Source: an optimization exercise on an open RTL-to-GDS flow (aim: small area, a short achievable clock period and few clock cycles). Production flows keep margins and buffers that such runs may drop. At most, simulation tests tie the RTL to the original design; equivalence was not proved. Power is estimated from default activity; no workload was simulated.

==> exp/umber <==
==> flow/design.v (excerpt) <==
module multiCycleCpu (
  input  logic                              clk,
  input  logic                              reset,
  input  logic [32-1:0]        instr,
  input  logic [32-1:0]        dataReadData,
  output logic [32-1:0]        instrAddr,
  output logic [9-1:0]   dataAddr,
  output logic [32-1:0]        dataWriteData,
  output logic                              dataWrite
);
==> module registerFile, before the edit <==
module registerFile (
  input  logic                            clk,
  input  logic                            reset,
  input  logic [5-1:0]  readAddrA,
  input  logic [5-1:0]  readAddrB,
  input  logic [5-1:0]  writeAddr,
  input  logic [32-1:0]      writeData,
  input  logic                            writeEnable,
  output logic [32-1:0]      readDataA,
  output logic [32-1:0]      readDataB
);
  logic [32-1:0] regs [32];
  logic [32-1:0]  valid;
  assign readDataA = valid[readAddrA] ? regs[readAddrA] : '0;
  assign readDataB = valid[readAddrB] ? regs[readAddrB] : '0;
  always_ff @(posedge clk) begin
    if (reset) begin
      valid <= '0;
    end else if (writeEnable) begin
      valid[writeAddr] <= 1'b1;
    end
  end
  always_ff @(posedge clk) begin
    if (writeEnable) begin
      regs[writeAddr] <= writeData;
    end
  end
endmodule
==> module multiCycleCpu, before the edit <==
module multiCycleCpu (
  input  logic                              clk,
  input  logic                              reset,
  input  logic [32-1:0]        instr,
  input  logic [32-1:0]        dataReadData,
  output logic [32-1:0]        instrAddr,
  output logic [9-1:0]   dataAddr,
  output logic [32-1:0]        dataWriteData,
  output logic                              dataWrite
);
  localparam int W = 32;
  logic [W-1:0] pc;
  logic [W-1:0] ir;
  logic         dValid;
  logic [5:0]   dOp;
  logic [3:0]   dCode;
  logic         dRegOp, dImmOp, dAluOp, dZimm, dLoad, dStore, dBeq, dJump;
  logic         dPredTaken;
  logic [4:0]   dRs, dRd, dRb;
  logic [W-1:0] dSimm, dImmExt, dTarget;
  logic [W-1:0] rfA, rfB, dA, dB;
  logic         dRedirect;
  logic [W-1:0] eA, eB, eAlt;
  logic         eWen, eLoad, eStore, eBeq, ePredTaken;
  logic         eSub, eArith;
  logic [1:0]   eLogicSel;
  logic [4:0]   eWaddr;
  logic [8:0]   eAddr;
  logic [W-1:0] aluResult, eResult;
  logic         eRedirect;
  assign dOp    = ir[31:26];
  assign dCode  = ir[29:26];
  assign dRd    = ir[25:21];
  assign dRs    = ir[20:16];
  assign dAluOp = (dCode >= 4'd2) && (dCode <= 4'd7);
  assign dRegOp = (dOp[5:4] == 2'b01) && dAluOp;
  assign dImmOp = (dOp[5:4] == 2'b11) && dAluOp;
  assign dZimm  = (dCode >= 4'd4) && (dCode <= 4'd6);
  assign dLoad  = (dOp == 6'h3B);
  assign dStore = (dOp == 6'h3C);
  assign dBeq   = (dOp == 6'h20);
  assign dJump  = (dOp == 6'h01);
  assign dRb = (dOp[5:4] == 2'b01) ? ir[15:11] : dRd;
  assign dSimm   = {{(W-16){ir[15]}}, ir[15:0]};
  assign dImmExt = dZimm ? {{(W-16){1'b0}}, ir[15:0]} : dSimm;
  assign dTarget    = pc + dSimm;
  assign dPredTaken = ir[15];
  assign dRedirect  = dValid && (dJump || (dBeq && dPredTaken));
  registerFile registerFile_i (
    .clk         (clk),
    .reset       (reset),
    .readAddrA   (dRs),
    .readAddrB   (dRb),
    .writeAddr   (eWaddr),
    .writeData   (eResult),
    .writeEnable (eWen),
    .readDataA   (rfA),
    .readDataB   (rfB)
  );
  assign dA = (eWen && (eWaddr == dRs)) ? eResult : rfA;
  assign dB = (eWen && (eWaddr == dRb)) ? eResult : rfB;
  alu alu_i (
    .srcA     (eA),
    .srcB     (eB),
    .sub      (eSub),
    .logicSel (eLogicSel),
    .isArith  (eArith),
    .result   (aluResult)
  );
  assign eResult   = eLoad ? dataReadData : aluResult;
  assign eRedirect = eBeq && ((eA == eB) != ePredTaken);
  always_ff @(posedge clk) begin
    if (reset) begin
      pc <= '0;
    end else if (eRedirect) begin
      pc <= eAlt;
    end else if (dRedirect) begin
      pc <= dTarget;
    end else begin
      pc <= pc + W'(1);
    end
  end
  always_ff @(posedge clk) begin
    ir <= instr;
    if (reset) begin
      dValid <= 1'b0;
    end else begin
      dValid <= !(eRedirect || dRedirect);
    end
  end
  always_ff @(posedge clk) begin
    if (reset || eRedirect || !dValid) begin
      eWen   <= 1'b0;
      eStore <= 1'b0;
      eBeq   <= 1'b0;
    end else begin
      eWen   <= dRegOp || dImmOp || dLoad;
      eStore <= dStore;
      eBeq   <= dBeq;
    end
  end
  always_ff @(posedge clk) begin
    eA         <= dA;
    eB         <= dImmOp ? dImmExt : dB;
    eAlt       <= dPredTaken ? pc : dTarget;
    ePredTaken <= dPredTaken;
    eLoad      <= dLoad;
    eSub       <= (dCode == 4'd3) || (dCode == 4'd7);
    eArith     <= (dCode == 4'd2) || (dCode == 4'd3);
    eLogicSel  <= dCode[1:0];
    eWaddr     <= dRd;
    eAddr      <= ir[8:0];
  end
  assign instrAddr     = pc;
  assign dataAddr      = eAddr;
  assign dataWriteData = eB;
  assign dataWrite     = eStore;
endmodule
clock: 8.0 ns
lec_check: 0
cap_margin: 20
core_margin: 2
core_utilization: 40
slew_margin: 20
run.sh (not shown) runs the stock make flow with config.mk's settings and CLKGATE_MAP_FILE= SYNTH_SCRIPT=/design/flow/synth_recipe.tcl, a recipe that flattens the netlist after the stock synthesis.
==> exp/sierra: changes against exp/umber <==
--- a/flow/design.v
+++ b/flow/design.v
@@ -43,8 +43,21 @@
 );
   logic [32-1:0] regs [32];
   logic [32-1:0]  valid;
-  assign readDataA = valid[readAddrA] ? regs[readAddrA] : '0;
-  assign readDataB = valid[readAddrB] ? regs[readAddrB] : '0;
+  logic [32-1:0]  selA, selB;
+  always_comb begin
+    for (int i = 0; i < 32; i++) begin
+      selA[i] = valid[i] && (readAddrA == 5'(i));
+      selB[i] = valid[i] && (readAddrB == 5'(i));
+    end
+  end
+  always_comb begin
+    readDataA = '0;
+    readDataB = '0;
+    for (int i = 0; i < 32; i++) begin
+      readDataA = readDataA | ({32{selA[i]}} & regs[i]);
+      readDataB = readDataB | ({32{selB[i]}} & regs[i]);
+    end
+  end
   always_ff @(posedge clk) begin
     if (reset) begin
       valid <= '0;
@@ -100,9 +113,8 @@
   logic [W-1:0] pc;
   logic [W-1:0] ir;
   logic         dValid;
-  logic [5:0]   dOp;
   logic [3:0]   dCode;
-  logic         dRegOp, dImmOp, dAluOp, dZimm, dLoad, dStore, dBeq, dJump;
+  logic         dRegOp, dImmOp, dZimm, dLoad, dStore, dBeq, dJump;
   logic         dPredTaken;
   logic [4:0]   dRs, dRd, dRb;
   logic [W-1:0] dSimm, dImmExt, dTarget;
@@ -116,19 +128,25 @@
   logic [8:0]   eAddr;
   logic [W-1:0] aluResult, eResult;
   logic         eRedirect;
-  assign dOp    = ir[31:26];
+  logic [5:0] fOp;
+  logic [3:0] fCode;
+  logic       fAluOp;
+  assign fOp    = instr[31:26];
+  assign fCode  = instr[29:26];
+  assign fAluOp = (fCode >= 4'd2) && (fCode <= 4'd7);
+  always_ff @(posedge clk) begin
+    dRegOp <= (fOp[5:4] == 2'b01) && fAluOp;
+    dImmOp <= (fOp[5:4] == 2'b11) && fAluOp;
+    dZimm  <= (fCode >= 4'd4) && (fCode <= 4'd6);
+    dLoad  <= (fOp == 6'h3B);
+    dStore <= (fOp == 6'h3C);
+    dBeq   <= (fOp == 6'h20);
+    dJump  <= (fOp == 6'h01);
+    dRb    <= (fOp[5:4] == 2'b01) ? instr[15:11] : instr[25:21];
+  end
   assign dCode  = ir[29:26];
   assign dRd    = ir[25:21];
   assign dRs    = ir[20:16];
-  assign dAluOp = (dCode >= 4'd2) && (dCode <= 4'd7);
-  assign dRegOp = (dOp[5:4] == 2'b01) && dAluOp;
-  assign dImmOp = (dOp[5:4] == 2'b11) && dAluOp;
-  assign dZimm  = (dCode >= 4'd4) && (dCode <= 4'd6);
-  assign dLoad  = (dOp == 6'h3B);
-  assign dStore = (dOp == 6'h3C);
-  assign dBeq   = (dOp == 6'h20);
-  assign dJump  = (dOp == 6'h01);
-  assign dRb = (dOp[5:4] == 2'b01) ? ir[15:11] : dRd;
   assign dSimm   = {{(W-16){ir[15]}}, ir[15:0]};
   assign dImmExt = dZimm ? {{(W-16){1'b0}}, ir[15:0]} : dSimm;
   assign dTarget    = pc + dSimm;
--- a/flow/config.mk
+++ b/flow/config.mk
@@ -8,4 +8,5 @@
 export CAP_MARGIN = 20
 export CORE_MARGIN = 2
 export CORE_UTILIZATION = 40
+export SETUP_SLACK_MARGIN = 4
 export SLEW_MARGIN = 20
==> flow_summary.toml <==
[layout]
nNetsFinal = 4738

[power_and_ir_drop]
pwr-share-comb_pct = 3.4

[run_status]
status = "timing/DRC/antenna clean"

[route]
route.met2.wl_mm = 109

[synthesis]
yosys.area_share.simple_pct = 8.35

[grt]
met2_usage_pct = 51.2
[end of results for exp/sierra]
==> flow_summary.toml <==
[run_status]
status = "timing/DRC/antenna clean"

[synthesis]
yosys.area_share.simple_pct = 14.5
syn-num-nets = 5434

[layout]
nNetsFinal = 5428
multi_input_area_sq_um = 25800

[timing]
rsz0062_at_grt = "false"

[route]
route.met2.wl_mm = 94.7

[power_and_ir_drop]
pwr-share-comb_pct = 12.2
[end of results for exp/umber]
Testbench counts of exp/umber, summed over its fixed seeds: cycles 14,483.
No functional check of the RTL was part of exp/sierra.

port drivers added, routing unchanged:
Ports are ideal in the flow. The routed layouts listed here were re-timed in OpenROAD.
Step 1 assumes that a clkbuf_16 drives the clock port and a buf_2 every other input.
Step 2 times the ports against the registers' clock, not the clock port: input delays grow and output delays shrink by t, the midpoint of the rising clock arrivals with the driver on.
Three values: ideal ports, drivers, drivers and shift; two values: the first two.
run	t (ns)	slack for setup (ns)	clock arrival spread, ns	pins driven straight from the clock port
exp/umber	0.851	2.711 / 2.711 / 2.711	0.033 / 0.033	1
exp/sierra	0.878	3.817 / 3.817 / 3.817	0.052 / 0.052	1
After both steps setup and hold are still met in every run listed.
